This design comes from an exercise in tuning for small area and a short achievable clock period on the open sky130 flow, not from production work. The RTL was checked by simulation tests, not by an equivalence proof against the original design.

`config.mk`:
```
export PLATFORM = sky130hd
export DESIGN_NAME = servo_top
export DESIGN_NICKNAME = servo_top
export VERILOG_FILES = /design/flow/design.v
export SDC_FILE = /design/flow/constraint.sdc
export NUM_CORES = 4
export LEC_CHECK = 0
export CAP_MARGIN = 20
export CORE_MARGIN = 2
export CORE_UTILIZATION = 40
export SLEW_MARGIN = 20
```
`constraint.sdc`:
```
create_clock -name core_clock -period 16.0 [get_ports {clk1}]
set_input_delay 3.2000 -clock core_clock [delete_from_list [all_inputs] [get_ports {clk1}]]
set_output_delay 3.2000 -clock core_clock [all_outputs]
set_load 0.01 [all_outputs]
```
`design.v`:
```
package servo_pkg;
	localparam int ADC_W = 16;
	localparam int SIGNAL_W = 24;
	localparam int COEF_W = 18;
	localparam int COEF_FRAC = 16;
	localparam int DAC_W = 16;
	localparam int WB_AW = 4;
	localparam int WB_DW = 32;
	localparam logic [WB_DW-1:0] FW_VERSION = 32'h0000_0012;
	typedef enum logic [WB_AW-1:0] {
		REG_VERSION = 4'd0,
		REG_CONTROL = 4'd1,
		REG_A1_0    = 4'd2,
		REG_B0_0    = 4'd3,
		REG_B1_0    = 4'd4,
		REG_A1_1    = 4'd5,
		REG_B0_1    = 4'd6,
		REG_B1_1    = 4'd7
	} reg_addr_e;
endpackage
`timescale 1ns/1ns
module iir_first_order #(
	parameter int ADC_W     = servo_pkg::ADC_W,
	parameter int SIGNAL_W  = servo_pkg::SIGNAL_W,
	parameter int COEF_W    = servo_pkg::COEF_W,
	parameter int COEF_FRAC = servo_pkg::COEF_FRAC
) (
	input  logic                        clk1,
	input  logic                        i_rst_n,
	input  logic                        i_load,
	input  logic                        i_first,
	input  logic                        i_last,
	input  logic                        i_update,
	input  logic                        i_on,
	input  logic signed [COEF_W-1:0]    i_a1,
	input  logic signed [COEF_W-1:0]    i_b0,
	input  logic signed [COEF_W-1:0]    i_b1,
	input  logic signed [ADC_W-1:0]     i_sample,
	output logic signed [SIGNAL_W-1:0]  o_signal
);
	localparam int SW = COEF_W + 1;    
	localparam int AW = 25;            
	localparam int TW = AW + 4;        
	logic [SW-1:0]              sa, sb, sc;
	logic signed [ADC_W-1:0]    x;
	logic signed [ADC_W-1:0]    xp;
	logic                       on;
	logic [AW-1:0]              acc_s, acc_c;
	logic [3:0]                 low;
	always_ff @(posedge clk1) begin
		if (i_load) begin
			sa <= {i_a1, 1'b0};
			sb <= {i_b0, 1'b0};
			sc <= {i_b1, 1'b0};
			x <= i_sample;
			on <= i_on;
		end else begin
			sa <= {{4{sa[SW-1]}}, sa[SW-1:4]};
			sb <= {{4{sb[SW-1]}}, sb[SW-1:4]};
			sc <= {{4{sc[SW-1]}}, sc[SW-1:4]};
		end
	end
	logic [2:0] da0, da1, db0, db1, dc0, dc1;    
	function automatic logic [2:0] booth(input logic [2:0] b);
		booth[0] = b[1] ^ b[0];
		booth[1] = b[2] ? (~b[1] & ~b[0]) : (b[1] & b[0]);
		booth[2] = b[2];
	endfunction
	always_comb begin
		da0 = on ? booth(sa[2:0]) : 3'b000;
		da1 = on ? booth(sa[4:2]) : 3'b000;
		db0 = on ? booth(sb[2:0]) : {2'b00, i_last};
		db1 = on ? booth(sb[4:2]) : 3'b000;
		dc0 = on ? booth(sc[2:0]) : 3'b000;
		dc1 = on ? booth(sc[4:2]) : 3'b000;
	end
	function automatic logic [SIGNAL_W:0] pp_y(input logic [2:0] d, input logic [SIGNAL_W-1:0] m);
		logic [SIGNAL_W:0] me;
		logic [SIGNAL_W:0] p;
		me = {m[SIGNAL_W-1], m};
		p = ({(SIGNAL_W+1){d[0]}} & me) | ({(SIGNAL_W+1){d[1]}} & {me[SIGNAL_W-1:0], 1'b0});
		p = p ^ {(SIGNAL_W+1){d[2]}};
		pp_y = {~p[SIGNAL_W], p[SIGNAL_W-1:0]};
	endfunction
	function automatic logic [ADC_W:0] pp_x(input logic [2:0] d, input logic [ADC_W-1:0] m);
		logic [ADC_W:0] me;
		logic [ADC_W:0] p;
		me = {m[ADC_W-1], m};
		p = ({(ADC_W+1){d[0]}} & me) | ({(ADC_W+1){d[1]}} & {me[ADC_W-1:0], 1'b0});
		p = p ^ {(ADC_W+1){d[2]}};
		pp_x = {~p[ADC_W], p[ADC_W-1:0]};
	endfunction
	logic [SIGNAL_W:0] pa0, pa1;
	logic [ADC_W:0]    pb0, pb1, pc0, pc1;
	assign pa0 = pp_y(da0, o_signal);
	assign pa1 = pp_y(da1, o_signal);
	assign pb0 = pp_x(db0, x);
	assign pb1 = pp_x(db1, x);
	assign pc0 = pp_x(dc0, xp);
	assign pc1 = pp_x(dc1, xp);
	logic [AW-1:0] s_in, c_in;
	logic [AW-1:0] s_out, c_out;
	logic [3:0]    low_out;
	assign s_in = i_first ? (AW'(1) << 24) : acc_s;
	assign c_in = i_first ? '0 : acc_c;
	iir_heap heap_i (
		.s_in(s_in),
		.c_in(c_in),
		.pa0(pa0),
		.pa1(pa1),
		.na0(da0[2]),
		.na1(da1[2]),
		.pb0(pb0),
		.pb1(pb1),
		.pc0(pc0),
		.pc1(pc1),
		.nb0(db0[2]),
		.nb1(db1[2]),
		.nc0(dc0[2]),
		.nc1(dc1[2]),
		.o_low(low_out),
		.o_s(s_out),
		.o_c(c_out)
	);
	always_ff @(posedge clk1) begin
		acc_s <= s_out;
		acc_c <= c_out;
		low <= low_out;
	end
	logic [SIGNAL_W-1:0] hi;
	logic [SIGNAL_W+3:0] y_raw;
	logic [SIGNAL_W-1:0] y_sat;
	assign hi = acc_s[SIGNAL_W-1:0] + acc_c[SIGNAL_W-1:0];
	assign y_raw = {hi, low};
	always_comb begin
		if (y_raw[SIGNAL_W+3:SIGNAL_W-1] == {5{y_raw[SIGNAL_W+3]}}) begin
			y_sat = y_raw[SIGNAL_W-1:0];
		end else if (y_raw[SIGNAL_W+3]) begin
			y_sat = {1'b1, {(SIGNAL_W-1){1'b0}}};
		end else begin
			y_sat = {1'b0, {(SIGNAL_W-1){1'b1}}};
		end
	end
	always_ff @(posedge clk1 or negedge i_rst_n) begin
		if (!i_rst_n) begin
			o_signal <= '0;
			xp <= '0;
		end else if (i_update) begin
			o_signal <= y_sat;
			xp <= x;
		end
	end
endmodule
module iir_heap (
	input  logic [24:0] s_in,
	input  logic [24:0] c_in,
	input  logic [24:0] pa0,
	input  logic [24:0] pa1,
	input  logic na0,
	input  logic na1,
	input  logic [16:0] pb0,
	input  logic [16:0] pb1,
	input  logic [16:0] pc0,
	input  logic [16:0] pc1,
	input  logic nb0,
	input  logic nb1,
	input  logic nc0,
	input  logic nc1,
	output logic [3:0] o_low,
	output logic [24:0] o_s,
	output logic [24:0] o_c
);
	logic h1;
	logic h2;
	logic h3;
	logic h4;
	logic h5;
	logic h6;
	logic h7;
	logic h8;
	logic h9;
	logic h10;
	logic h11;
	logic h12;
	logic h13;
	logic h14;
	logic h15;
	logic h16;
	logic h17;
	logic h18;
	logic h19;
	logic h20;
	logic h21;
	logic h22;
	logic h23;
	logic h24;
	logic h25;
	logic h26;
	logic h27;
	logic h28;
	logic h29;
	logic h30;
	logic h31;
	logic h32;
	logic h33;
	logic h34;
	logic h35;
	logic h36;
	logic h37;
	logic h38;
	logic h39;
	logic h40;
	logic h41;
	logic h42;
	logic h43;
	logic h44;
	logic h45;
	logic h46;
	logic h47;
	logic h48;
	logic h49;
	logic h50;
	logic h51;
	logic h52;
	logic h53;
	logic h54;
	logic h55;
	logic h56;
	logic h57;
	logic h58;
	logic h59;
	logic h60;
	logic h61;
	logic h62;
	logic h63;
	logic h64;
	logic h65;
	logic h66;
	logic h67;
	logic h68;
	logic h69;
	logic h70;
	logic h71;
	logic h72;
	logic h73;
	logic h74;
	logic h75;
	logic h76;
	logic h77;
	logic h78;
	logic h79;
	logic h80;
	logic h81;
	logic h82;
	logic h83;
	logic h84;
	logic h85;
	logic h86;
	logic h87;
	logic h88;
	logic h89;
	logic h90;
	logic h91;
	logic h92;
	logic h93;
	logic h94;
	logic h95;
	logic h96;
	logic h97;
	logic h98;
	logic h99;
	logic h100;
	logic h101;
	logic h102;
	logic h103;
	logic h104;
	logic h105;
	logic h106;
	logic h107;
	logic h108;
	logic h109;
	logic h110;
	logic h111;
	logic h112;
	logic h113;
	logic h114;
	logic h115;
	logic h116;
	logic h117;
	logic h118;
	logic h119;
	logic h120;
	logic h121;
	logic h122;
	logic h123;
	logic h124;
	logic h125;
	logic h126;
	logic h127;
	logic h128;
	logic h129;
	logic h130;
	logic h131;
	logic h132;
	logic h133;
	logic h134;
	logic h135;
	logic h136;
	logic h137;
	logic h138;
	logic h139;
	logic h140;
	logic h141;
	logic h142;
	logic h143;
	logic h144;
	logic h145;
	logic h146;
	logic h147;
	logic h148;
	logic h149;
	logic h150;
	logic h151;
	logic h152;
	logic h153;
	logic h154;
	logic h155;
	logic h156;
	logic h157;
	logic h158;
	logic h159;
	logic h160;
	logic h161;
	logic h162;
	logic h163;
	logic h164;
	logic h165;
	logic h166;
	logic h167;
	logic h168;
	logic h169;
	logic h170;
	logic h171;
	logic h172;
	logic h173;
	logic h174;
	logic h175;
	logic h176;
	logic h177;
	logic h178;
	logic h179;
	logic h180;
	logic h181;
	logic h182;
	logic h183;
	logic h184;
	logic h185;
	logic h186;
	logic h187;
	logic h188;
	logic h189;
	logic h190;
	logic h191;
	logic h192;
	logic h193;
	logic h194;
	logic h195;
	logic h196;
	logic h197;
	logic h198;
	logic h199;
	logic h200;
	logic h201;
	logic h202;
	logic h203;
	logic h204;
	logic h205;
	logic h206;
	logic h207;
	logic h208;
	logic h209;
	logic h210;
	logic h211;
	logic h212;
	logic h213;
	logic h214;
	logic h215;
	logic h216;
	logic h217;
	logic h218;
	logic h219;
	logic h220;
	logic h221;
	logic h222;
	logic h223;
	logic h224;
	logic h225;
	logic h226;
	logic h227;
	logic h228;
	logic h229;
	logic h230;
	logic h231;
	logic h232;
	logic h233;
	logic h234;
	logic h235;
	logic h236;
	logic h237;
	logic h238;
	logic h239;
	logic h240;
	logic h241;
	logic h242;
	logic h243;
	logic h244;
	logic h245;
	logic h246;
	logic h247;
	logic h248;
	logic h249;
	logic h250;
	logic h251;
	logic h252;
	logic h253;
	logic h254;
	logic h255;
	logic h256;
	logic h257;
	logic h258;
	logic h259;
	logic h260;
	logic h261;
	logic h262;
	logic h263;
	logic h264;
	logic h265;
	logic h266;
	logic h267;
	logic h268;
	logic h269;
	logic h270;
	logic h271;
	logic h272;
	logic h273;
	logic h274;
	logic h275;
	logic h276;
	logic h277;
	logic h278;
	logic h279;
	logic h280;
	logic h281;
	logic h282;
	logic h283;
	logic h284;
	logic h285;
	logic h286;
	logic h287;
	logic h288;
	logic h289;
	logic h290;
	assign h1 = c_in[0] ^ s_in[0] ^ na0;
	assign h2 = (c_in[0] & s_in[0]) | (c_in[0] & na0) | (s_in[0] & na0);
	assign h3 = h1 ^ pa0[0];
	assign h4 = h1 & pa0[0];
	assign h5 = c_in[1] ^ s_in[1] ^ h2;
	assign h6 = (c_in[1] & s_in[1]) | (c_in[1] & h2) | (s_in[1] & h2);
	assign h7 = pa0[1] ^ h4 ^ h5;
	assign h8 = (pa0[1] & h4) | (pa0[1] & h5) | (h4 & h5);
	assign h9 = c_in[2] ^ s_in[2] ^ na1;
	assign h10 = (c_in[2] & s_in[2]) | (c_in[2] & na1) | (s_in[2] & na1);
	assign h11 = h9 ^ pa0[2] ^ pa1[0];
	assign h12 = (h9 & pa0[2]) | (h9 & pa1[0]) | (pa0[2] & pa1[0]);
	assign h13 = h6 ^ h11 ^ h8;
	assign h14 = (h6 & h11) | (h6 & h8) | (h11 & h8);
	assign h15 = c_in[3] ^ s_in[3] ^ h10;
	assign h16 = (c_in[3] & s_in[3]) | (c_in[3] & h10) | (s_in[3] & h10);
	assign h17 = pa0[3] ^ pa1[1] ^ h12;
	assign h18 = (pa0[3] & pa1[1]) | (pa0[3] & h12) | (pa1[1] & h12);
	assign h19 = h15 ^ h17 ^ h14;
	assign h20 = (h15 & h17) | (h15 & h14) | (h17 & h14);
	assign h21 = c_in[4] ^ s_in[4] ^ pa0[4];
	assign h22 = (c_in[4] & s_in[4]) | (c_in[4] & pa0[4]) | (s_in[4] & pa0[4]);
	assign h23 = pa1[2] ^ h16 ^ h21;
	assign h24 = (pa1[2] & h16) | (pa1[2] & h21) | (h16 & h21);
	assign h25 = h18 ^ h23;
	assign h26 = h18 & h23;
	assign h27 = c_in[5] ^ s_in[5] ^ pa0[5];
	assign h28 = (c_in[5] & s_in[5]) | (c_in[5] & pa0[5]) | (s_in[5] & pa0[5]);
	assign h29 = pa1[3] ^ h22 ^ h27;
	assign h30 = (pa1[3] & h22) | (pa1[3] & h27) | (h22 & h27);
	assign h31 = h24 ^ h29;
	assign h32 = h24 & h29;
	assign h33 = c_in[6] ^ s_in[6] ^ pa0[6];
	assign h34 = (c_in[6] & s_in[6]) | (c_in[6] & pa0[6]) | (s_in[6] & pa0[6]);
	assign h35 = pa1[4] ^ h28 ^ h33;
	assign h36 = (pa1[4] & h28) | (pa1[4] & h33) | (h28 & h33);
	assign h37 = h30 ^ h35;
	assign h38 = h30 & h35;
	assign h39 = c_in[7] ^ s_in[7] ^ pa0[7];
	assign h40 = (c_in[7] & s_in[7]) | (c_in[7] & pa0[7]) | (s_in[7] & pa0[7]);
	assign h41 = pa1[5] ^ h34 ^ h39;
	assign h42 = (pa1[5] & h34) | (pa1[5] & h39) | (h34 & h39);
	assign h43 = h36 ^ h41;
	assign h44 = h36 & h41;
	assign h45 = c_in[8] ^ s_in[8] ^ nb0;
	assign h46 = (c_in[8] & s_in[8]) | (c_in[8] & nb0) | (s_in[8] & nb0);
	assign h47 = nc0 ^ h45 ^ pa0[8];
	assign h48 = (nc0 & h45) | (nc0 & pa0[8]) | (h45 & pa0[8]);
	assign h49 = pa1[6] ^ pb0[0] ^ pc0[0];
	assign h50 = (pa1[6] & pb0[0]) | (pa1[6] & pc0[0]) | (pb0[0] & pc0[0]);
	assign h51 = h40 ^ h47 ^ h49;
	assign h52 = (h40 & h47) | (h40 & h49) | (h47 & h49);
	assign h53 = h42 ^ h51;
	assign h54 = h42 & h51;
	assign h55 = c_in[9] ^ s_in[9] ^ h46;
	assign h56 = (c_in[9] & s_in[9]) | (c_in[9] & h46) | (s_in[9] & h46);
	assign h57 = pa0[9] ^ pa1[7] ^ pb0[1];
	assign h58 = (pa0[9] & pa1[7]) | (pa0[9] & pb0[1]) | (pa1[7] & pb0[1]);
	assign h59 = pc0[1] ^ h48 ^ h50;
	assign h60 = (pc0[1] & h48) | (pc0[1] & h50) | (h48 & h50);
	assign h61 = h55 ^ h57 ^ h52;
	assign h62 = (h55 & h57) | (h55 & h52) | (h57 & h52);
	assign h63 = h59 ^ h54;
	assign h64 = h59 & h54;
	assign h65 = c_in[10] ^ s_in[10] ^ nb1;
	assign h66 = (c_in[10] & s_in[10]) | (c_in[10] & nb1) | (s_in[10] & nb1);
	assign h67 = nc1 ^ h65 ^ pa0[10];
	assign h68 = (nc1 & h65) | (nc1 & pa0[10]) | (h65 & pa0[10]);
	assign h69 = pa1[8] ^ pb0[2] ^ pb1[0];
	assign h70 = (pa1[8] & pb0[2]) | (pa1[8] & pb1[0]) | (pb0[2] & pb1[0]);
	assign h71 = pc0[2] ^ pc1[0] ^ h56;
	assign h72 = (pc0[2] & pc1[0]) | (pc0[2] & h56) | (pc1[0] & h56);
	assign h73 = h58 ^ h67 ^ h69;
	assign h74 = (h58 & h67) | (h58 & h69) | (h67 & h69);
	assign h75 = h60 ^ h71 ^ h73;
	assign h76 = (h60 & h71) | (h60 & h73) | (h71 & h73);
	assign h77 = h62 ^ h64;
	assign h78 = h62 & h64;
	assign h79 = c_in[11] ^ s_in[11] ^ h66;
	assign h80 = (c_in[11] & s_in[11]) | (c_in[11] & h66) | (s_in[11] & h66);
	assign h81 = pa0[11] ^ pa1[9] ^ pb0[3];
	assign h82 = (pa0[11] & pa1[9]) | (pa0[11] & pb0[3]) | (pa1[9] & pb0[3]);
	assign h83 = pb1[1] ^ pc0[3] ^ pc1[1];
	assign h84 = (pb1[1] & pc0[3]) | (pb1[1] & pc1[1]) | (pc0[3] & pc1[1]);
	assign h85 = h68 ^ h70 ^ h79;
	assign h86 = (h68 & h70) | (h68 & h79) | (h70 & h79);
	assign h87 = h81 ^ h83 ^ h72;
	assign h88 = (h81 & h83) | (h81 & h72) | (h83 & h72);
	assign h89 = h74 ^ h85 ^ h87;
	assign h90 = (h74 & h85) | (h74 & h87) | (h85 & h87);
	assign h91 = h76 ^ h78;
	assign h92 = h76 & h78;
	assign h93 = c_in[12] ^ s_in[12] ^ pa0[12];
	assign h94 = (c_in[12] & s_in[12]) | (c_in[12] & pa0[12]) | (s_in[12] & pa0[12]);
	assign h95 = pa1[10] ^ pb0[4] ^ pb1[2];
	assign h96 = (pa1[10] & pb0[4]) | (pa1[10] & pb1[2]) | (pb0[4] & pb1[2]);
	assign h97 = pc0[4] ^ pc1[2] ^ h80;
	assign h98 = (pc0[4] & pc1[2]) | (pc0[4] & h80) | (pc1[2] & h80);
	assign h99 = h82 ^ h84 ^ h93;
	assign h100 = (h82 & h84) | (h82 & h93) | (h84 & h93);
	assign h101 = h95 ^ h86 ^ h97;
	assign h102 = (h95 & h86) | (h95 & h97) | (h86 & h97);
	assign h103 = h99 ^ h88 ^ h101;
	assign h104 = (h99 & h88) | (h99 & h101) | (h88 & h101);
	assign h105 = h90 ^ h103;
	assign h106 = h90 & h103;
	assign h107 = c_in[13] ^ s_in[13] ^ pa0[13];
	assign h108 = (c_in[13] & s_in[13]) | (c_in[13] & pa0[13]) | (s_in[13] & pa0[13]);
	assign h109 = pa1[11] ^ pb0[5] ^ pb1[3];
	assign h110 = (pa1[11] & pb0[5]) | (pa1[11] & pb1[3]) | (pb0[5] & pb1[3]);
	assign h111 = pc0[5] ^ pc1[3] ^ h94;
	assign h112 = (pc0[5] & pc1[3]) | (pc0[5] & h94) | (pc1[3] & h94);
	assign h113 = h96 ^ h107 ^ h109;
	assign h114 = (h96 & h107) | (h96 & h109) | (h107 & h109);
	assign h115 = h98 ^ h100 ^ h111;
	assign h116 = (h98 & h100) | (h98 & h111) | (h100 & h111);
	assign h117 = h113 ^ h102 ^ h115;
	assign h118 = (h113 & h102) | (h113 & h115) | (h102 & h115);
	assign h119 = h104 ^ h117;
	assign h120 = h104 & h117;
	assign h121 = c_in[14] ^ s_in[14] ^ pa0[14];
	assign h122 = (c_in[14] & s_in[14]) | (c_in[14] & pa0[14]) | (s_in[14] & pa0[14]);
	assign h123 = pa1[12] ^ pb0[6] ^ pb1[4];
	assign h124 = (pa1[12] & pb0[6]) | (pa1[12] & pb1[4]) | (pb0[6] & pb1[4]);
	assign h125 = pc0[6] ^ pc1[4] ^ h108;
	assign h126 = (pc0[6] & pc1[4]) | (pc0[6] & h108) | (pc1[4] & h108);
	assign h127 = h110 ^ h121 ^ h123;
	assign h128 = (h110 & h121) | (h110 & h123) | (h121 & h123);
	assign h129 = h112 ^ h114 ^ h125;
	assign h130 = (h112 & h114) | (h112 & h125) | (h114 & h125);
	assign h131 = h127 ^ h116 ^ h129;
	assign h132 = (h127 & h116) | (h127 & h129) | (h116 & h129);
	assign h133 = h118 ^ h131;
	assign h134 = h118 & h131;
	assign h135 = c_in[15] ^ s_in[15] ^ pa0[15];
	assign h136 = (c_in[15] & s_in[15]) | (c_in[15] & pa0[15]) | (s_in[15] & pa0[15]);
	assign h137 = pa1[13] ^ pb0[7] ^ pb1[5];
	assign h138 = (pa1[13] & pb0[7]) | (pa1[13] & pb1[5]) | (pb0[7] & pb1[5]);
	assign h139 = pc0[7] ^ pc1[5] ^ h122;
	assign h140 = (pc0[7] & pc1[5]) | (pc0[7] & h122) | (pc1[5] & h122);
	assign h141 = h124 ^ h135 ^ h137;
	assign h142 = (h124 & h135) | (h124 & h137) | (h135 & h137);
	assign h143 = h126 ^ h128 ^ h139;
	assign h144 = (h126 & h128) | (h126 & h139) | (h128 & h139);
	assign h145 = h141 ^ h130 ^ h143;
	assign h146 = (h141 & h130) | (h141 & h143) | (h130 & h143);
	assign h147 = h132 ^ h145;
	assign h148 = h132 & h145;
	assign h149 = c_in[16] ^ s_in[16] ^ pa0[16];
	assign h150 = (c_in[16] & s_in[16]) | (c_in[16] & pa0[16]) | (s_in[16] & pa0[16]);
	assign h151 = pa1[14] ^ pb0[8] ^ pb1[6];
	assign h152 = (pa1[14] & pb0[8]) | (pa1[14] & pb1[6]) | (pb0[8] & pb1[6]);
	assign h153 = pc0[8] ^ pc1[6] ^ h136;
	assign h154 = (pc0[8] & pc1[6]) | (pc0[8] & h136) | (pc1[6] & h136);
	assign h155 = h138 ^ h149 ^ h151;
	assign h156 = (h138 & h149) | (h138 & h151) | (h149 & h151);
	assign h157 = h140 ^ h142 ^ h153;
	assign h158 = (h140 & h142) | (h140 & h153) | (h142 & h153);
	assign h159 = h155 ^ h144 ^ h157;
	assign h160 = (h155 & h144) | (h155 & h157) | (h144 & h157);
	assign h161 = h146 ^ h159;
	assign h162 = h146 & h159;
	assign h163 = c_in[17] ^ s_in[17] ^ pa0[17];
	assign h164 = (c_in[17] & s_in[17]) | (c_in[17] & pa0[17]) | (s_in[17] & pa0[17]);
	assign h165 = pa1[15] ^ pb0[9] ^ pb1[7];
	assign h166 = (pa1[15] & pb0[9]) | (pa1[15] & pb1[7]) | (pb0[9] & pb1[7]);
	assign h167 = pc0[9] ^ pc1[7] ^ h150;
	assign h168 = (pc0[9] & pc1[7]) | (pc0[9] & h150) | (pc1[7] & h150);
	assign h169 = h152 ^ h163 ^ h165;
	assign h170 = (h152 & h163) | (h152 & h165) | (h163 & h165);
	assign h171 = h154 ^ h156 ^ h167;
	assign h172 = (h154 & h156) | (h154 & h167) | (h156 & h167);
	assign h173 = h169 ^ h158 ^ h171;
	assign h174 = (h169 & h158) | (h169 & h171) | (h158 & h171);
	assign h175 = h160 ^ h173;
	assign h176 = h160 & h173;
	assign h177 = c_in[18] ^ s_in[18] ^ pa0[18];
	assign h178 = (c_in[18] & s_in[18]) | (c_in[18] & pa0[18]) | (s_in[18] & pa0[18]);
	assign h179 = pa1[16] ^ pb0[10] ^ pb1[8];
	assign h180 = (pa1[16] & pb0[10]) | (pa1[16] & pb1[8]) | (pb0[10] & pb1[8]);
	assign h181 = pc0[10] ^ pc1[8] ^ h164;
	assign h182 = (pc0[10] & pc1[8]) | (pc0[10] & h164) | (pc1[8] & h164);
	assign h183 = h166 ^ h177 ^ h179;
	assign h184 = (h166 & h177) | (h166 & h179) | (h177 & h179);
	assign h185 = h168 ^ h170 ^ h181;
	assign h186 = (h168 & h170) | (h168 & h181) | (h170 & h181);
	assign h187 = h183 ^ h172 ^ h185;
	assign h188 = (h183 & h172) | (h183 & h185) | (h172 & h185);
	assign h189 = h174 ^ h187;
	assign h190 = h174 & h187;
	assign h191 = c_in[19] ^ s_in[19] ^ pa0[19];
	assign h192 = (c_in[19] & s_in[19]) | (c_in[19] & pa0[19]) | (s_in[19] & pa0[19]);
	assign h193 = pa1[17] ^ pb0[11] ^ pb1[9];
	assign h194 = (pa1[17] & pb0[11]) | (pa1[17] & pb1[9]) | (pb0[11] & pb1[9]);
	assign h195 = pc0[11] ^ pc1[9] ^ h178;
	assign h196 = (pc0[11] & pc1[9]) | (pc0[11] & h178) | (pc1[9] & h178);
	assign h197 = h180 ^ h191 ^ h193;
	assign h198 = (h180 & h191) | (h180 & h193) | (h191 & h193);
	assign h199 = h182 ^ h184 ^ h195;
	assign h200 = (h182 & h184) | (h182 & h195) | (h184 & h195);
	assign h201 = h197 ^ h186 ^ h199;
	assign h202 = (h197 & h186) | (h197 & h199) | (h186 & h199);
	assign h203 = h188 ^ h201;
	assign h204 = h188 & h201;
	assign h205 = c_in[20] ^ s_in[20] ^ pa0[20];
	assign h206 = (c_in[20] & s_in[20]) | (c_in[20] & pa0[20]) | (s_in[20] & pa0[20]);
	assign h207 = pa1[18] ^ pb0[12] ^ pb1[10];
	assign h208 = (pa1[18] & pb0[12]) | (pa1[18] & pb1[10]) | (pb0[12] & pb1[10]);
	assign h209 = pc0[12] ^ pc1[10] ^ h192;
	assign h210 = (pc0[12] & pc1[10]) | (pc0[12] & h192) | (pc1[10] & h192);
	assign h211 = h194 ^ h205 ^ h207;
	assign h212 = (h194 & h205) | (h194 & h207) | (h205 & h207);
	assign h213 = h196 ^ h198 ^ h209;
	assign h214 = (h196 & h198) | (h196 & h209) | (h198 & h209);
	assign h215 = h211 ^ h200 ^ h213;
	assign h216 = (h211 & h200) | (h211 & h213) | (h200 & h213);
	assign h217 = h202 ^ h215;
	assign h218 = h202 & h215;
	assign h219 = c_in[21] ^ s_in[21] ^ pa0[21];
	assign h220 = (c_in[21] & s_in[21]) | (c_in[21] & pa0[21]) | (s_in[21] & pa0[21]);
	assign h221 = pa1[19] ^ pb0[13] ^ pb1[11];
	assign h222 = (pa1[19] & pb0[13]) | (pa1[19] & pb1[11]) | (pb0[13] & pb1[11]);
	assign h223 = pc0[13] ^ pc1[11] ^ h206;
	assign h224 = (pc0[13] & pc1[11]) | (pc0[13] & h206) | (pc1[11] & h206);
	assign h225 = h208 ^ h219 ^ h221;
	assign h226 = (h208 & h219) | (h208 & h221) | (h219 & h221);
	assign h227 = h210 ^ h212 ^ h223;
	assign h228 = (h210 & h212) | (h210 & h223) | (h212 & h223);
	assign h229 = h225 ^ h214 ^ h227;
	assign h230 = (h225 & h214) | (h225 & h227) | (h214 & h227);
	assign h231 = h216 ^ h229;
	assign h232 = h216 & h229;
	assign h233 = c_in[22] ^ s_in[22] ^ pa0[22];
	assign h234 = (c_in[22] & s_in[22]) | (c_in[22] & pa0[22]) | (s_in[22] & pa0[22]);
	assign h235 = pa1[20] ^ pb0[14] ^ pb1[12];
	assign h236 = (pa1[20] & pb0[14]) | (pa1[20] & pb1[12]) | (pb0[14] & pb1[12]);
	assign h237 = pc0[14] ^ pc1[12] ^ h220;
	assign h238 = (pc0[14] & pc1[12]) | (pc0[14] & h220) | (pc1[12] & h220);
	assign h239 = h222 ^ h233 ^ h235;
	assign h240 = (h222 & h233) | (h222 & h235) | (h233 & h235);
	assign h241 = h224 ^ h226 ^ h237;
	assign h242 = (h224 & h226) | (h224 & h237) | (h226 & h237);
	assign h243 = h239 ^ h228 ^ h241;
	assign h244 = (h239 & h228) | (h239 & h241) | (h228 & h241);
	assign h245 = h230 ^ h243;
	assign h246 = h230 & h243;
	assign h247 = c_in[23] ^ s_in[23] ^ pa0[23];
	assign h248 = (c_in[23] & s_in[23]) | (c_in[23] & pa0[23]) | (s_in[23] & pa0[23]);
	assign h249 = pa1[21] ^ pb0[15] ^ pb1[13];
	assign h250 = (pa1[21] & pb0[15]) | (pa1[21] & pb1[13]) | (pb0[15] & pb1[13]);
	assign h251 = pc0[15] ^ pc1[13] ^ h234;
	assign h252 = (pc0[15] & pc1[13]) | (pc0[15] & h234) | (pc1[13] & h234);
	assign h253 = h236 ^ h247 ^ h249;
	assign h254 = (h236 & h247) | (h236 & h249) | (h247 & h249);
	assign h255 = h238 ^ h240 ^ h251;
	assign h256 = (h238 & h240) | (h238 & h251) | (h240 & h251);
	assign h257 = h253 ^ h242 ^ h255;
	assign h258 = (h253 & h242) | (h253 & h255) | (h242 & h255);
	assign h259 = h244 ^ h257;
	assign h260 = h244 & h257;
	assign h261 = c_in[24] ^ s_in[24] ^ pa0[24];
	assign h262 = (c_in[24] & s_in[24]) | (c_in[24] & pa0[24]) | (s_in[24] & pa0[24]);
	assign h263 = pa1[22] ^ pb0[16] ^ pb1[14];
	assign h264 = (pa1[22] & pb0[16]) | (pa1[22] & pb1[14]) | (pb0[16] & pb1[14]);
	assign h265 = pc0[16] ^ pc1[14] ^ h248;
	assign h266 = (pc0[16] & pc1[14]) | (pc0[16] & h248) | (pc1[14] & h248);
	assign h267 = h250 ^ h261 ^ h263;
	assign h268 = (h250 & h261) | (h250 & h263) | (h261 & h263);
	assign h269 = h252 ^ h254 ^ h265;
	assign h270 = (h252 & h254) | (h252 & h265) | (h254 & h265);
	assign h271 = h267 ^ h256 ^ h269;
	assign h272 = (h267 & h256) | (h267 & h269) | (h256 & h269);
	assign h273 = h258 ^ h271;
	assign h274 = h258 & h271;
	assign h275 = pa1[23] ^ pb1[15] ^ pc1[15];
	assign h276 = (pa1[23] & pb1[15]) | (pa1[23] & pc1[15]) | (pb1[15] & pc1[15]);
	assign h277 = h262 ^ h264 ^ h275;
	assign h278 = (h262 & h264) | (h262 & h275) | (h264 & h275);
	assign h279 = h266 ^ h268 ^ h277;
	assign h280 = (h266 & h268) | (h266 & h277) | (h268 & h277);
	assign h281 = h270 ^ h279 ^ h272;
	assign h282 = (h270 & h279) | (h270 & h272) | (h279 & h272);
	assign h283 = pa1[24] ^ pb1[16] ^ pc1[16];
	assign h284 = (pa1[24] & pb1[16]) | (pa1[24] & pc1[16]) | (pb1[16] & pc1[16]);
	assign h285 = h276 ^ h283 ^ h278;
	assign h286 = (h276 & h283) | (h276 & h278) | (h283 & h278);
	assign h287 = h280 ^ h285;
	assign h288 = h280 & h285;
	assign h289 = h284 ^ h286;
	assign h290 = h284 & h286;
	assign o_low[0] = h3;
	assign o_low[1] = h7;
	assign o_low[2] = h13;
	assign o_low[3] = h19;
	assign o_s[0] = h25;
	assign o_c[0] = h20;
	assign o_s[1] = h26;
	assign o_c[1] = h31;
	assign o_s[2] = h32;
	assign o_c[2] = h37;
	assign o_s[3] = h38;
	assign o_c[3] = h43;
	assign o_s[4] = h44;
	assign o_c[4] = h53;
	assign o_s[5] = h61;
	assign o_c[5] = h63;
	assign o_s[6] = h75;
	assign o_c[6] = h77;
	assign o_s[7] = h89;
	assign o_c[7] = h91;
	assign o_s[8] = h92;
	assign o_c[8] = h105;
	assign o_s[9] = h106;
	assign o_c[9] = h119;
	assign o_s[10] = h120;
	assign o_c[10] = h133;
	assign o_s[11] = h134;
	assign o_c[11] = h147;
	assign o_s[12] = h148;
	assign o_c[12] = h161;
	assign o_s[13] = h162;
	assign o_c[13] = h175;
	assign o_s[14] = h176;
	assign o_c[14] = h189;
	assign o_s[15] = h190;
	assign o_c[15] = h203;
	assign o_s[16] = h204;
	assign o_c[16] = h217;
	assign o_s[17] = h218;
	assign o_c[17] = h231;
	assign o_s[18] = h232;
	assign o_c[18] = h245;
	assign o_s[19] = h246;
	assign o_c[19] = h259;
	assign o_s[20] = h260;
	assign o_c[20] = h273;
	assign o_s[21] = h274;
	assign o_c[21] = h281;
	assign o_s[22] = h287;
	assign o_c[22] = h282;
	assign o_s[23] = h288;
	assign o_c[23] = h289;
	assign o_s[24] = h290;
	assign o_c[24] = 1'b0;
endmodule
`timescale 1ns/1ns
module channel_diff #(
	parameter int SIGNAL_W = servo_pkg::SIGNAL_W,
	parameter int DAC_W    = servo_pkg::DAC_W
) (
	input  logic                        clk1,
	input  logic signed [SIGNAL_W-1:0]  i_sig0,
	input  logic signed [SIGNAL_W-1:0]  i_sig1,
	output logic signed [SIGNAL_W-1:0]  o_error,
	output logic signed [DAC_W-1:0]     o_dac_word
);
	localparam logic signed [SIGNAL_W-1:0] SIG_MAX = {1'b0, {(SIGNAL_W-1){1'b1}}};
	localparam logic signed [SIGNAL_W-1:0] SIG_MIN = {1'b1, {(SIGNAL_W-1){1'b0}}};
	logic signed [SIGNAL_W:0]   diff;
	logic signed [SIGNAL_W-1:0] diff_sat;
	assign diff = i_sig0 - i_sig1;
	always_comb begin
		if (diff[SIGNAL_W] == diff[SIGNAL_W-1]) begin
			diff_sat = diff[SIGNAL_W-1:0];
		end else if (diff[SIGNAL_W]) begin
			diff_sat = SIG_MIN;
		end else begin
			diff_sat = SIG_MAX;
		end
	end
	always_ff @(posedge clk1) begin
		o_error <= diff_sat;
	end
	assign o_dac_word = o_error[SIGNAL_W-1 -: DAC_W];
endmodule
`timescale 1ns/1ns
module servo_regs #(
	parameter int COEF_W = servo_pkg::COEF_W
) (
	input  logic                          clk1,
	input  logic                          i_rst_n,
	input  logic                          i_wb_cyc,
	input  logic                          i_wb_stb,
	input  logic                          i_wb_we,
	input  logic [servo_pkg::WB_AW-1:0]   i_wb_adr,
	input  logic [servo_pkg::WB_DW-1:0]   i_wb_dat,
	output logic [servo_pkg::WB_DW-1:0]   o_wb_dat,
	output logic                          o_wb_ack,
	output logic                          o_filt_on0,
	output logic                          o_filt_on1,
	output logic signed [COEF_W-1:0]      o_a1_0,
	output logic signed [COEF_W-1:0]      o_b0_0,
	output logic signed [COEF_W-1:0]      o_b1_0,
	output logic signed [COEF_W-1:0]      o_a1_1,
	output logic signed [COEF_W-1:0]      o_b0_1,
	output logic signed [COEF_W-1:0]      o_b1_1,
	output logic [1:0]                    o_afe_gain0,
	output logic [1:0]                    o_afe_gain1
);
	logic                      wb_new;
	logic                      wr;
	logic [1:0]                on_q;
	logic [3:0]                gain_q;
	logic signed [COEF_W-1:0]  a1_0_q, b0_0_q, b1_0_q, a1_1_q, b0_1_q, b1_1_q;
	logic [COEF_W-1:0]         rd_lo;
	logic                      rd_hi;
	logic [COEF_W-1:0]         rd_lo_q;
	logic                      rd_hi_q;
	assign wb_new = i_wb_cyc & i_wb_stb & ~o_wb_ack;
	assign wr = wb_new & i_wb_we;
	always_ff @(posedge clk1 or negedge i_rst_n) begin
		if (!i_rst_n) begin
			o_wb_ack <= 1'b0;
			on_q <= '0;
			a1_0_q <= '0;
			b0_0_q <= '0;
			b1_0_q <= '0;
			a1_1_q <= '0;
			b0_1_q <= '0;
			b1_1_q <= '0;
		end else begin
			o_wb_ack <= wb_new;
			if (wr && i_wb_adr == 4'd1) on_q <= i_wb_dat[1:0];
			if (wr && i_wb_adr == 4'd2) a1_0_q <= i_wb_dat[COEF_W-1:0];
			if (wr && i_wb_adr == 4'd3) b0_0_q <= i_wb_dat[COEF_W-1:0];
			if (wr && i_wb_adr == 4'd4) b1_0_q <= i_wb_dat[COEF_W-1:0];
			if (wr && i_wb_adr == 4'd5) a1_1_q <= i_wb_dat[COEF_W-1:0];
			if (wr && i_wb_adr == 4'd6) b0_1_q <= i_wb_dat[COEF_W-1:0];
			if (wr && i_wb_adr == 4'd7) b1_1_q <= i_wb_dat[COEF_W-1:0];
		end
	end
	always_ff @(posedge clk1 or negedge i_rst_n) begin
		if (!i_rst_n) begin
			gain_q <= '1;
		end else begin
			if (wr && i_wb_adr == 4'd1) gain_q <= ~i_wb_dat[5:2];
		end
	end
	always_comb begin
		rd_lo = '0;
		rd_hi = 1'b0;
		case (i_wb_adr)
			4'd0: rd_lo = COEF_W'(servo_pkg::FW_VERSION);
			4'd1: rd_lo = COEF_W'({~gain_q, on_q});
			4'd2: begin rd_lo = a1_0_q; rd_hi = a1_0_q[COEF_W-1]; end
			4'd3: begin rd_lo = b0_0_q; rd_hi = b0_0_q[COEF_W-1]; end
			4'd4: begin rd_lo = b1_0_q; rd_hi = b1_0_q[COEF_W-1]; end
			4'd5: begin rd_lo = a1_1_q; rd_hi = a1_1_q[COEF_W-1]; end
			4'd6: begin rd_lo = b0_1_q; rd_hi = b0_1_q[COEF_W-1]; end
			4'd7: begin rd_lo = b1_1_q; rd_hi = b1_1_q[COEF_W-1]; end
			default: begin
			end
		endcase
	end
	always_ff @(posedge clk1) begin
		rd_lo_q <= rd_lo;
		rd_hi_q <= rd_hi;
	end
	assign o_wb_dat = {{(servo_pkg::WB_DW-COEF_W){rd_hi_q}}, rd_lo_q};
	assign o_filt_on0 = on_q[0];
	assign o_filt_on1 = on_q[1];
	assign o_a1_0 = a1_0_q;
	assign o_b0_0 = b0_0_q;
	assign o_b1_0 = b1_0_q;
	assign o_a1_1 = a1_1_q;
	assign o_b0_1 = b0_1_q;
	assign o_b1_1 = b1_1_q;
	assign o_afe_gain0 = gain_q[1:0];
	assign o_afe_gain1 = gain_q[3:2];
endmodule
`timescale 1ns/1ns
module servo_top #(
	parameter int ADC_W     = servo_pkg::ADC_W,
	parameter int SIGNAL_W  = servo_pkg::SIGNAL_W,
	parameter int COEF_W    = servo_pkg::COEF_W,
	parameter int COEF_FRAC = servo_pkg::COEF_FRAC,
	parameter int DAC_W     = servo_pkg::DAC_W
) (
	input  logic                          clk1,
	input  logic                          i_rst_n,
	input  logic                          i_wb_cyc,
	input  logic                          i_wb_stb,
	input  logic                          i_wb_we,
	input  logic [servo_pkg::WB_AW-1:0]   i_wb_adr,
	input  logic [servo_pkg::WB_DW-1:0]   i_wb_dat,
	output logic [servo_pkg::WB_DW-1:0]   o_wb_dat,
	output logic                          o_wb_ack,
	input  logic signed [ADC_W-1:0]       i_adc0,
	input  logic signed [ADC_W-1:0]       i_adc1,
	input  logic                          i_sample_valid,
	output logic signed [DAC_W-1:0]       o_dac_word,
	output logic                          o_dac_valid,
	output logic signed [SIGNAL_W-1:0]    o_error,
	output logic [1:0]                    o_afe_gain0,
	output logic [1:0]                    o_afe_gain1
);
	logic                       filt_on0;
	logic                       filt_on1;
	logic signed [COEF_W-1:0]   a1_0;
	logic signed [COEF_W-1:0]   b0_0;
	logic signed [COEF_W-1:0]   b1_0;
	logic signed [COEF_W-1:0]   a1_1;
	logic signed [COEF_W-1:0]   b0_1;
	logic signed [COEF_W-1:0]   b1_1;
	servo_regs #(
		.COEF_W(COEF_W)
	) regs_i (
		.clk1(clk1),
		.i_rst_n(i_rst_n),
		.i_wb_cyc(i_wb_cyc),
		.i_wb_stb(i_wb_stb),
		.i_wb_we(i_wb_we),
		.i_wb_adr(i_wb_adr),
		.i_wb_dat(i_wb_dat),
		.o_wb_dat(o_wb_dat),
		.o_wb_ack(o_wb_ack),
		.o_filt_on0(filt_on0),
		.o_filt_on1(filt_on1),
		.o_a1_0(a1_0),
		.o_b0_0(b0_0),
		.o_b1_0(b1_0),
		.o_a1_1(a1_1),
		.o_b0_1(b0_1),
		.o_b1_1(b1_1),
		.o_afe_gain0(o_afe_gain0),
		.o_afe_gain1(o_afe_gain1)
	);
	logic [2:0] step;
	always_ff @(posedge clk1 or negedge i_rst_n) begin
		if (!i_rst_n) begin
			step <= '0;
			o_dac_valid <= 1'b0;
		end else begin
			step <= (step == 3'd0) ? {2'b00, i_sample_valid} : step + 3'd1;
			o_dac_valid <= (step == 3'd7);
		end
	end
	logic load, first, last, update;
	assign load = (step == 3'd0);
	assign first = (step == 3'd1);
	assign last = (step == 3'd5);
	assign update = (step == 3'd6);
	logic signed [SIGNAL_W-1:0] sig0;
	logic signed [SIGNAL_W-1:0] sig1;
	iir_first_order #(
		.ADC_W(ADC_W),
		.SIGNAL_W(SIGNAL_W),
		.COEF_W(COEF_W),
		.COEF_FRAC(COEF_FRAC)
	) iir0_i (
		.clk1(clk1),
		.i_rst_n(i_rst_n),
		.i_load(load),
		.i_first(first),
		.i_last(last),
		.i_update(update),
		.i_on(filt_on0),
		.i_a1(a1_0),
		.i_b0(b0_0),
		.i_b1(b1_0),
		.i_sample(i_adc0),
		.o_signal(sig0)
	);
	iir_first_order #(
		.ADC_W(ADC_W),
		.SIGNAL_W(SIGNAL_W),
		.COEF_W(COEF_W),
		.COEF_FRAC(COEF_FRAC)
	) iir1_i (
		.clk1(clk1),
		.i_rst_n(i_rst_n),
		.i_load(load),
		.i_first(first),
		.i_last(last),
		.i_update(update),
		.i_on(filt_on1),
		.i_a1(a1_1),
		.i_b0(b0_1),
		.i_b1(b1_1),
		.i_sample(i_adc1),
		.o_signal(sig1)
	);
	channel_diff #(
		.SIGNAL_W(SIGNAL_W),
		.DAC_W(DAC_W)
	) diff_i (
		.clk1(clk1),
		.i_sig0(sig0),
		.i_sig1(sig1),
		.o_error(o_error),
		.o_dac_word(o_dac_word)
	);
endmodule
```
`flow/run.sh`:
```
#!/bin/bash
# The standard layout, with port buffers that are plain buffers and timing
# repair that aims for more setup slack than the clock needs.
set -uo pipefail
cd "$(dirname "$0")/.."
bash standard.sh \
  SETUP_SLACK_MARGIN=11.5 \
  "BUFFER_PORTS_ARGS=-buffer_cell sky130_fd_sc_hd__buf_2" \
  finish > make.log 2>&1
status=$?
cp -r orfs/logs logs_orfs 2>/dev/null
exit $status
```
`standard.sh`:
```
#!/bin/bash
# synth_recipe.tcl (not shown) runs the flow's synth.tcl, then flattens the netlist and writes it again
# the make line also repeats each setting of config.mk as NAME=value (left out here)
make -C /OpenROAD-flow-scripts/flow DESIGN_CONFIG=/design/flow/config.mk WORK_HOME=/design/flow/orfs CLKGATE_MAP_FILE= SYNTH_SCRIPT=/design/flow/synth_recipe.tcl "${@:-finish}"
```
==> results of run 1 <==
==> flip-flops by register name, summed over array words and instances, names as in the netlist, 19 cells and up <==
| signal | cells |
|---|---|
| iir1_i.acc_s | 25 |
| iir0_i.acc_c | 24 |
| iir0_i.acc_s | 25 |
| iir1_i.acc_c | 24 |
| iir0_i.sb | 19 |
| diff_i.o_error | 24 |
| iir0_i.o_signal | 24 |
| iir1_i.sb | 19 |
| iir1_i.sc | 19 |
| iir0_i.sa | 19 |
| iir1_i.sa | 19 |
| iir0_i.sc | 19 |
| iir1_i.o_signal | 24 |
==> cells in the final DEF, fill, tap and decap left out, types with 26 or more instances in the layout <==
cell type                   synthesis  routed
sky130_fd_sc_hd__ha_1             149     149
sky130_fd_sc_hd__and2_1            48      42
sky130_fd_sc_hd__fa_1             243     243
sky130_fd_sc_hd__a221o_1           46      46
sky130_fd_sc_hd__nand2_1          530     523
sky130_fd_sc_hd__a22oi_1          258     258
sky130_fd_sc_hd__nor2_1            42      41
sky130_fd_sc_hd__buf_4             31      47
sky130_fd_sc_hd__o21ai_0           46      46
sky130_fd_sc_hd__inv_1            306     304
sky130_fd_sc_hd__xnor2_1          228     227
sky130_fd_sc_hd__edfxtp_1          40      40
sky130_fd_sc_hd__dfxtp_1          257     256
sky130_fd_sc_hd__mux2_4             0      60
sky130_fd_sc_hd__a21oi_1           54      53
sky130_fd_sc_hd__mux2_2           110      50
sky130_fd_sc_hd__nand3_1           34      33
sky130_fd_sc_hd__a21o_1            26      26
sky130_fd_sc_hd__clkbuf_16          0      61
sky130_fd_sc_hd__dfrtp_1          195     195
sky130_fd_sc_hd__xor2_1            70      69
sky130_fd_sc_hd__buf_2              7     132
==> worst min-delay path, stage by stage, from the launching register on <==
cell	delay, ns
sky130_fd_sc_hd__dfxtp_1	0.30
sky130_fd_sc_hd__nand2_1	0.04
sky130_fd_sc_hd__nand2_1	0.05
==> worst paths after layout <==
| kind | to | depth (start not counted) | start |
|---|---|---|---|
| max in group asynchronous | regs_i.a1_1_q[2] | 2 | i_rst_n |
| min | iir0_i.sa[6] | 2 | iir0_i.sa[10] |
| max reg2reg | iir0_i.acc_c[21] | 11 | iir0_i.on |
| min reg2reg | iir0_i.sa[6] | 2 | iir0_i.sa[10] |
| max | o_afe_gain0[1] | 1 | regs_i.gain_q[1] |
| min in group asynchronous | regs_i.b1_1_q[17] | 1 | i_rst_n |
==> area by class of cell <==
cell class              instances  share of cell area
inverters                     306              0.0328
multi-input cells            2089               0.520
flip-flops and latches        496               0.322
clock buffers                  80              0.0470
well taps                    1040              0.0369
repair buffers                187              0.0325
clock inverters                26             0.00937
==> synth_stat cells (4+ instances only) <==
| cell | n | area, µm² |
|---|---|---|
| sky130_fd_sc_hd__nand2_1 | 530 | 1990 |
| sky130_fd_sc_hd__inv_1 | 306 | 1150 |
| sky130_fd_sc_hd__a22oi_1 | 258 | 1940 |
| sky130_fd_sc_hd__dfxtp_1 | 257 | 5140 |
| sky130_fd_sc_hd__fa_1 | 243 | 4860 |
| sky130_fd_sc_hd__xnor2_1 | 228 | 2000 |
| sky130_fd_sc_hd__dfrtp_1 | 195 | 4880 |
| sky130_fd_sc_hd__ha_1 | 149 | 1860 |
| sky130_fd_sc_hd__clkbuf_1 | 123 | 462 |
| sky130_fd_sc_hd__mux2_2 | 110 | 1240 |
| sky130_fd_sc_hd__xor2_1 | 70 | 613 |
| sky130_fd_sc_hd__a21oi_1 | 54 | 270 |
| sky130_fd_sc_hd__and2_1 | 48 | 300 |
| sky130_fd_sc_hd__a221o_1 | 46 | 460 |
| sky130_fd_sc_hd__o21ai_0 | 46 | 230 |
| sky130_fd_sc_hd__nor2_1 | 42 | 158 |
| sky130_fd_sc_hd__edfxtp_1 | 40 | 1200 |
| sky130_fd_sc_hd__nand3_1 | 34 | 170 |
| sky130_fd_sc_hd__buf_4 | 31 | 233 |
| sky130_fd_sc_hd__a21o_1 | 26 | 195 |
| sky130_fd_sc_hd__maj3_1 | 23 | 230 |
| sky130_fd_sc_hd__nor2b_1 | 18 | 113 |
| sky130_fd_sc_hd__nand2b_1 | 17 | 106 |
| sky130_fd_sc_hd__nor3_1 | 15 | 75.1 |
| sky130_fd_sc_hd__buf_1 | 13 | 48.8 |
| sky130_fd_sc_hd__mux2i_1 | 12 | 120 |
| sky130_fd_sc_hd__o21a_1 | 11 | 82.6 |
| sky130_fd_sc_hd__o21ai_1 | 10 | 50.1 |
| sky130_fd_sc_hd__o211ai_1 | 9 | 67.6 |
| sky130_fd_sc_hd__buf_6 | 8 | 90.1 |
| sky130_fd_sc_hd__nand4_1 | 8 | 50.1 |
| sky130_fd_sc_hd__a211oi_1 | 7 | 52.6 |
| sky130_fd_sc_hd__buf_2 | 7 | 35.0 |
| sky130_fd_sc_hd__a31oi_1 | 6 | 37.5 |
| sky130_fd_sc_hd__and3_1 | 6 | 37.5 |
| sky130_fd_sc_hd__or3_1 | 5 | 31.3 |
| sky130_fd_sc_hd__a221oi_1 | 4 | 35.0 |
| sky130_fd_sc_hd__and4_1 | 4 | 35.0 |
| sky130_fd_sc_hd__dfstp_2 | 4 | 105 |
| sky130_fd_sc_hd__o21bai_1 | 4 | 30.0 |
==> what timing repair did <==
item	in CTS	in global routing
gates cloned	0	1
setup endpoints to repair	123	72
setup buffers	6	5
endpoints found under the hold margin	0	0
gates resized for setup	19	9
pin swaps	3	2
==> through the flow <==
stage                util  hold WS (ns)  std cells  area, µm²  setup WS, ns
floorplan               -         0.399       3075      31700         11.24
global placement    0.427         0.406       4106      33000         10.68
detailed placement  0.427         0.404       4106      33000         10.68
CTS                 0.454         0.418       4218      35100         11.41
global route        0.456         0.436       4224      35200         11.43
finish              0.456         0.413       4224      35200         11.46
==> per-layer routing <==
layer	wire, µm	up-vias	global-route usage
li1	-	10400	-
met1	38100	10800	0.297
met2	36900	786	0.320
met3	6600	129	0.0428
met4	2380	8	0.0652
met5	51	-	0
==> cells by family after synthesis <==
logic type / after synthesis / synth area share
XOR/XNOR: 298 / 0.0836
AO/OA/AOI/OAI: 520 / 0.122
multiplexers: 122 / 0.0435
adder cells (fa/ha/maj): 415 / 0.223
flip-flops: 496 / 0.363
buffers and inverters: 490 / 0.0652
AND/OR/NAND/NOR: 734 / 0.0997
==> load_flow_metrics.sql, run 1 <==
INSERT INTO impl_metrics (metric_group, metric, value, unit) VALUES
('timing', 'layout_min_cycle_time', '4.54', 'ns'),
('timing', 'setup_violating_endpoint_count_in_the_final_report', '0', ''),
('clock_network', 'cts_hold_repair.buffers', '0', ''),
('yosys', 'post_synth_num_cell_types', '72', ''),
('clock_network', 'cts_sinks', '496', ''),
('detailed_routing', 'initial_drc_count', '1743', ''),
('critical_path', 'cpMaxStageDelayCell', 'sky130_fd_sc_hd__dfstp_2', ''),
('outcome', 'status', 'finished clean', ''),
('critical_path', 'crit_arrival', '1.34', 'ns'),
('floorplan', 'design.die.area', '80300', 'µm²'),
('detailed_routing', 'finalWirelength', '84000', 'µm'),
('clock_network', 'clock_latency', '0.63', 'ns'),
('detailed_routing', 'wl_per_cell', '19.9', 'µm'),
('critical_path', 'cp_cell_sequence', 'buf_6', ''),
('detailed_routing', 'vias_after_detailed_routing', '22100', ''),
('placed_design', 'detailed_place_hpwl', '61000', 'µm'),
('critical_path', 'ff2ff_setup_slack', '11.71', 'ns'),
('critical_path', 'critical_path_required', '12.80', 'ns'),
('detailed_routing', 'dr.pass1.iters', '8', ''),
('yosys', 'synth.avg_cell_area', '10.2', 'µm²'),
('detailed_routing', 'route.antenna.remaining_nets', '0', ''),
('clock_network', 'clkTransAtPathRegs', '0.06', 'ns'),
('detailed_routing', 'route.detailed.vias_per_inst', '5.22', ''),
('clock_network', 'cts_root_cell', 'sky130_fd_sc_hd__clkbuf_16', ''),
('clock_network', 'maximum_buffer_depth_of_the_clock_tree', '3', ''),
('cells_and_area', 'multi_input_comb_area', '18300', 'µm²'),
('critical_path', 'critical_path.max_stage_delay', '0.60', 'ns'),
('timing', 'final_min_period_over_clock_period', '0.284', ''),
('critical_path', 'cp_top_family', 'flip-flops', ''),
('cells_and_area', 'fillers', '7333', ''),
('floorplan', 'floorplan.initialDensity', '0.404', ''),
('global_routing', 'grt_pass1_wl', '132000', 'µm'),
('floorplan', 'io_pins', '152', ''),
('cells_and_area', 'final_nets', '3602', ''),
('critical_path', 'crit_path_end_kind', 'output pin', ''),
('yosys', 'synth_flop_cell', 'sky130_fd_sc_hd__dfxtp_1', ''),
('detailed_routing', 'drc', '0', ''),
('cells_and_area', 'antenna_cells', '0', ''),
('floorplan', 'num_rows', '102', ''),
('job', 'max_cap_viol_count', '0', ''),
('yosys', 'post_synth_instance_area', '31200', 'µm²'),
('yosys', 'netlist_instances', '3075', ''),
('global_routing', 'globalRoute.totalOverflow', '0', ''),
('timing', 'worstMarginPinSlew', '1.09', 'ns'),
('placed_design', 'gp_congestion', '0.874', ''),
('yosys', 'syn-num-nets', '3541', ''),
('timing', 'grt_setup_unrepaired', 'true', ''),
('yosys', 'count_of_flip_flops_with_a_built_in_enable_after_synthesis', '40', ''),
('yosys', 'synth.ff_latch_count', '496', ''),
('floorplan', 'fp.dieH', '283', 'µm'),
('timing', 'max_slew_margin', '0.273', ''),
('global_routing', 'antenna_found_initial', '6', ''),
('clock_network', 'total_clock_buffers_created_by_cts', '56', ''),
('floorplan', 'fp.coreArea', '77300', 'µm²'),
('floorplan', 'die_x', '283', 'µm'),
('yosys', 'yosys_warnings', '4', ''),
('hold_path', 'class_of_the_most_critical_hold_timing_path', 'register to register', ''),
('timing', 'report.final.hold_viol_count', '0', ''),
('clock_network', 'htreeDepth', '2', ''),
('cells_and_area', 'flow.area_growth_from_synthesis', '12.8', '%'),
('timing', 'maxSlewViolCount', '0', ''),
('cells_and_area', 'register_area', '11300', 'µm²'),
('yosys', 'ys_async_rst_share', '0.401', ''),
('critical_path', 'worst-path-buf-inv', '1', ''),
('timing', 'fmax', '0.220', 'GHz'),
('global_routing', 'grt.total_usage', '0.209', ''),
('placed_design', 'placement.io_buffers', '137', ''),
('global_routing', 'grt_pass1_vias', '22100', ''),
('cells_and_area', 'final_layout_size_suffix_gt1_frac', '0.140', ''),
('clock_network', 'tritoncts', 'built', ''),
('timing', 'fin_setup_tns', '0', 'ns'),
('critical_path', 'timing.critical_path.from_type', 'register', ''),
('critical_path', 'setup.worst_path.class', 'register to output pin', ''),
('critical_path', 'cp_max_fo', '2', ''),
('timing', 'timing.clock.skew', '0.0240', 'ns'),
('yosys', 'yosysSeqAreaShare', '0.363', ''),
('global_routing', 'largest_net_degree_at_the_start_of_global_routing', '83', '');
==> run 2: changes to the inputs <==
==> run.sh (new file) <==
#!/bin/bash
# synth_recipe.tcl (not shown) runs the flow's synth.tcl, then flattens the netlist and writes it again
# the make line also repeats each setting of config.mk as NAME=value (left out here)
make -C /OpenROAD-flow-scripts/flow DESIGN_CONFIG=/design/flow/config.mk WORK_HOME=/design/flow/orfs CLKGATE_MAP_FILE= SYNTH_SCRIPT=/design/flow/synth_recipe.tcl finish
removed: flow/run.sh
removed: standard.sh
==> run 2 against run 1 <==
Register-to-register slack got worse by 0.73 ns. Clock-buffer cell count unchanged. Die area unchanged. Cell count decreased by 0.36%. Critical path depth increased by 4. Sequential share of layout area decreased by 0.16 points.
==> load_flow_metrics.sql, run 2 <==
INSERT INTO impl_metrics (metric_group, metric, value, unit) VALUES
('critical_path', 'critical_path_required', '16.50', 'ns'),
('timing', 'final_min_period_over_clock_period', '0.326', ''),
('clock_network', 'post_cts.resized_instances', '0', ''),
('detailed_routing', 'wl_per_cell', '19.8', 'µm'),
('cells_and_area', 'final_util', '0.458', ''),
('critical_path', 'cp_max_fo', '10', ''),
('global_routing', 'groute.layer.met3.usage', '0.0343', ''),
('outcome', 'status', 'finished clean', ''),
('clock_network', 'cts_setup_buffers', '0', ''),
('detailed_routing', 'route.antenna.remaining_nets', '0', ''),
('critical_path', 'crit_path_end_kind', 'register', ''),
('timing', 'maxSlewViolCount', '0', ''),
('cells_and_area', 'final_nets', '3590', ''),
('critical_path', 'ff2ff_path_depth', '10', ''),
('yosys', 'post_synth_instance_area', '31200', 'µm²'),
('global_routing', 'antenna_found_initial', '2', ''),
('placed_design', 'placed_cells_incl_taps', '4106', ''),
('detailed_routing', 'dr.pass1.iters', '6', ''),
('detailed_routing', 'drc', '0', ''),
('timing', 'report.final.hold_viol_count', '0', ''),
('global_routing', 'global_route.usage.met2', '0.322', ''),
('hold_path', 'hold_path_startpoint', 'iir0_i.sc[9]', '');
## run 2: cell counts after synthesis
Identical to the previous run, type by type.
## run 2: cell families (layout without fill, tap and decap cells)
kind of cell / count (synthesis) / count (layout) / share of synthesized area
buffers and inverters: 490 / 584 / 0.0652
AND/OR/NAND/NOR: 734 / 734 / 0.0997
AO/OA/AOI/OAI: 520 / 520 / 0.122
flip-flops: 496 / 496 / 0.363
multiplexers: 122 / 122 / 0.0435
adder cells (fa/ha/maj): 415 / 415 / 0.223
XOR/XNOR: 298 / 298 / 0.0836
## run 2: layout make-up
| class | count | area share |
|---|---|---|
| Multi-Input combinational cell | 2089 | 0.507 |
| Sequential cell | 496 | 0.320 |
| Timing Repair Buffer | 176 | 0.0477 |
| Clock buffer | 80 | 0.0467 |
| Tap cell | 1040 | 0.0367 |
| Inverter | 306 | 0.0325 |
| Clock inverter | 22 | 0.00968 |
## run 2: routing by layer
layer / vias up / part of all wire
li1: 10300 / -
met1: 10800 / 0.46
met2: 783 / 0.44
met3: 116 / 0.069
met4: 2 / 0.027
met5: - / 0.00019
## run 2: how the worst max path moves through the flow
stage / slack, ns / depth (start not counted) / from / to
6_report: 10.78 / 5 / i_wb_adr[2] / regs_i.b1_1_q[3]
5_1_grt: 10.68 / 5 / i_wb_adr[2] / regs_i.b1_1_q[16]
4_1_cts: 10.86 / 5 / i_wb_adr[2] / regs_i.b1_1_q[14]
3_5_place_dp: 10.18 / 5 / i_wb_adr[2] / regs_i.b1_1_q[14]
3_3_place_gp: 10.16 / 5 / i_wb_adr[2] / regs_i.b1_1_q[7]
2_1_floorplan: 10.56 / 8 / i_wb_adr[2] / regs_i.b1_0_q[10]
## run 2: critical path: cells and delay by family
family / cells / cell delay, ns
and+or+nand+nor: 2 / 1.13
muxes: 1 / 0.36
buffers and inverters: 2 / 1.02

[static timing again, ports no longer ideal]
How much do the figures lean on ideal ports? The routed layouts below were timed once more, with nothing changed but the port constraints.
Step 1, drivers: a clkbuf_16 drives clk1 and a buf_2 each remaining input, both assumed.
Step 2 times the ports against the registers' clock, not the clock port: input delays grow and output delays shrink by t, the midpoint of the rising clock arrivals with the driver on.
Slacks: ideal ports / drivers / drivers and shift; pairs: ideal ports / drivers.
run | t, ns | setup WS [ns] | worst setup path at the end | clock arrival spread, ns | cell pins on the clock port's net
run 1 | 0.687 | 11.462 / 11.393 / 10.868 | input to register | 0.025 / 0.024 | 1
run 2 | 0.682 | 10.778 / 10.804 / 10.122 | input to register | 0.018 / 0.018 | 1
After both steps every run listed still meets setup and hold. For run 2, which loses most, drivers alone change the setup slack by +0.026 ns; drivers and shift together by -0.656 ns.
